Source: an optimization exercise on an open RTL-to-GDS flow (aim: small area, a short achievable clock period and few clock cycles). Production flows keep margins and buffers that such runs may drop.
The RTL was checked by simulation tests, not by an equivalence proof against the original design.
Power is estimated from default activity; no workload was simulated.

## mulApbChip
module mulApbChip (
	input logic clk,
	input logic arstN,
	input logic psel,
	input logic penable,
	input logic pwrite,
	input logic [7:0] paddr,
	input logic [31:0] pwdata,
	output logic [31:0] prdata,
	output logic pready,
	output logic pslverr
);
export LEC_CHECK = 0
export CAP_MARGIN = 20
export CORE_MARGIN = 2
export CORE_UTILIZATION = 40
export SLEW_MARGIN = 20
create_clock -name core_clock -period 13.0 [get_ports {clk}]
standard.sh (not shown) runs the stock make flow with config.mk's settings and CLKGATE_MAP_FILE= SYNTH_SCRIPT=/design/flow/synth_recipe.tcl, a recipe that flattens the netlist after the stock synthesis.
==> flow/flow/run.sh <==
#!/bin/bash
# The standard layout, with timing repair aimed at a path delay well below
# the clock period: the clock and the constraints are unchanged, only
# repair_timing's setup margin is raised (and kept to the worst endpoints).
set -euo pipefail
export SETUP_SLACK_MARGIN="${FLOW_SETUP_MARGIN:-9.4}"
export TNS_END_PERCENT="${FLOW_TNS_END:-10}"
export BUFFER_PORTS_ARGS="-buffer_cell sky130_fd_sc_hd__buf_2"
export CTS_ARGS="-sink_clustering_enable -repair_clock_nets -dont_use_dummy_load -sink_clustering_size 12 -buf_list {sky130_fd_sc_hd__clkbuf_4 sky130_fd_sc_hd__clkbuf_8}"
# keep each full adder of the multiplier step a module of its own through
# synthesis, so that it maps to one full-adder cell without inverters around it, and keep the
# two address decodes that gate many flip-flops short;
# the netlist is flattened at the end of synthesis as usual
export SYNTH_KEEP_MODULES="fullAdd startDetect addrDecode xorKeep"
bash standard.sh > flow_standard.log 2>&1
Testbench counts at the start, summed over its fixed seeds: cycles 14,400.
Rerun with:
--- a/flow/flow/run.sh
+++ b/flow/flow/run.sh
@@ -8,3 +8,3 @@
 export BUFFER_PORTS_ARGS="-buffer_cell sky130_fd_sc_hd__buf_2"
-export CTS_ARGS="-sink_clustering_enable -repair_clock_nets -dont_use_dummy_load -sink_clustering_size 12 -buf_list {sky130_fd_sc_hd__clkbuf_4 sky130_fd_sc_hd__clkbuf_8}"
+export CTS_ARGS="-sink_clustering_enable -repair_clock_nets -dont_use_dummy_load -buf_list {sky130_fd_sc_hd__clkbuf_4 sky130_fd_sc_hd__clkbuf_8}"
 # keep each full adder of the multiplier step a module of its own through
- SLEW_MARGIN: 20 -> 40
Routed wire length is about the same; via count stays flat; final cell count barely changes; final area is about the same; worst setup slack gains 0.021 ns; maximum frequency goes up by 0.58%; total power stays flat; clock power barely changes; die area stays the same; global-route usage stays flat.

========
mulApbChip, a different RTL version from the one above (not shown whole).
For scale: about 79 I/O pins.
clock: 13.0 ns
lec_check: 0
cap_margin: 20
core_margin: 2
core_utilization: 40
slew_margin: 20
==> flow/flow/run.sh <==
#!/bin/bash
# The standard layout, with timing repair aimed at a path delay well below
# the clock period: the clock and the constraints are unchanged, only
# repair_timing's setup margin is raised (and kept to the worst endpoints).
set -euo pipefail
export SETUP_SLACK_MARGIN="${FLOW_SETUP_MARGIN:-9.2}"
export TNS_END_PERCENT="${FLOW_TNS_END:-10}"
export BUFFER_PORTS_ARGS="-buffer_cell sky130_fd_sc_hd__buf_4"
bash standard.sh > flow_standard.log 2>&1
Testbench counts at the start, summed over its fixed seeds: cycles 14,400.
Edit:
--- a/flow/flow/run.sh
+++ b/flow/flow/run.sh
@@ -8,0 +9 @@
+export CTS_ARGS="-sink_clustering_enable -repair_clock_nets -dont_use_dummy_load -buf_list {sky130_fd_sc_hd__clkbuf_4 sky130_fd_sc_hd__clkbuf_8}"
=> The changed run passed the timing, DRC and antenna checks. Die area does not change. Register-to-register slack is about the same. Routed wire length came out higher by 0.60%. Non-clock buffer count came out higher by 1.

========
Another version of the RTL of mulApbChip (not shown whole).
For scale: about 1,700 cells after synthesis, about 79 I/O pins.
Settings: LEC_CHECK=0, CAP_MARGIN=20, CORE_MARGIN=2, CORE_UTILIZATION=40, SLEW_MARGIN=20; clock period 13.0 ns.
==> flow/flow/run.sh <==
#!/bin/bash
# The standard layout, with timing repair aimed at a path delay well below
# the clock period: the clock and the constraints are unchanged, only
# repair_timing's setup margin is raised (and kept to the worst endpoints).
set -euo pipefail
export SETUP_SLACK_MARGIN="${FLOW_SETUP_MARGIN:-9.2}"
export TNS_END_PERCENT="${FLOW_TNS_END:-10}"
export BUFFER_PORTS_ARGS="-buffer_cell sky130_fd_sc_hd__buf_4"
bash standard.sh > flow_standard.log 2>&1
The baseline produced a clean layout.
Testbench counts at the start, summed over its fixed seeds: cycles 14,400.
==> next run, changes <==
==> flow/run.sh (new file) <==
#!/bin/bash
# synth_recipe.tcl (not shown) runs the flow's synth.tcl, then flattens the netlist and writes it again
# the make line also repeats each setting of config.mk as NAME=value (left out here)
make -C /OpenROAD-flow-scripts/flow DESIGN_CONFIG=/design/flow/config.mk WORK_HOME=/design/flow/orfs CLKGATE_MAP_FILE= SYNTH_SCRIPT=/design/flow/synth_recipe.tcl finish
removed: flow/flow/run.sh
removed: flow/standard.sh
After rerunning: Core utilization is lower by 0.47 points. Final area went down by 1.0%. Global-route usage shrinks by 0.44 points. Worst hold slack improves by 0.0044 ns. Die area stays the same. Critical path depth falls by 2. Combinational power rose by about 2%. Clock skew grows by 0.0093 ns. Power goes up by 2.4%.

[re-timing with driven ports]
In the flow no input, the clock included, has a driving cell. The finished layouts below were timed again as built, in two steps. Step 1: set_driving_cell puts a clkbuf_16 on clk and a buf_2 on each other input, an assumption about the parent block. Step 2 times the ports against the registers' clock, not the clock port: input delays grow and output delays shrink by t, the midpoint of the rising clock arrivals with the driver on. Slacks: no drivers / after step 1 / after step 2; pairs: no drivers / after step 1.
run	t (ns)	setup slack, ns	worst hold slack (ns)	clock arrival spread, ns
the first run of note 1	0.581	9.306 / 9.259 / 8.834	0.493 / 0.493 / 0.493	0.037 / 0.038
the second run of note 1	0.581	9.327 / 9.281 / 8.842	0.494 / 0.494 / 0.494	0.041 / 0.041
the first run of note 2	0.603	9.259 / 9.206 / 8.698	0.502 / 0.502 / 0.502	0.018 / 0.018
the second run of note 2	0.613	9.256 / 9.199 / 8.726	0.501 / 0.501 / 0.501	0.037 / 0.037
the first run of note 3	0.582	9.189 / 9.189 / 8.645	0.497 / 0.497 / 0.497	0.014 / 0.014
the second run of note 3	0.587	8.149 / 8.181 / 7.594	0.502 / 0.502 / 0.502	0.023 / 0.023
After both steps setup and hold are still met in every run listed. The setup slack of the first run of note 2, which loses most, moves by -0.053 ns with the drivers and by -0.561 ns with both steps.
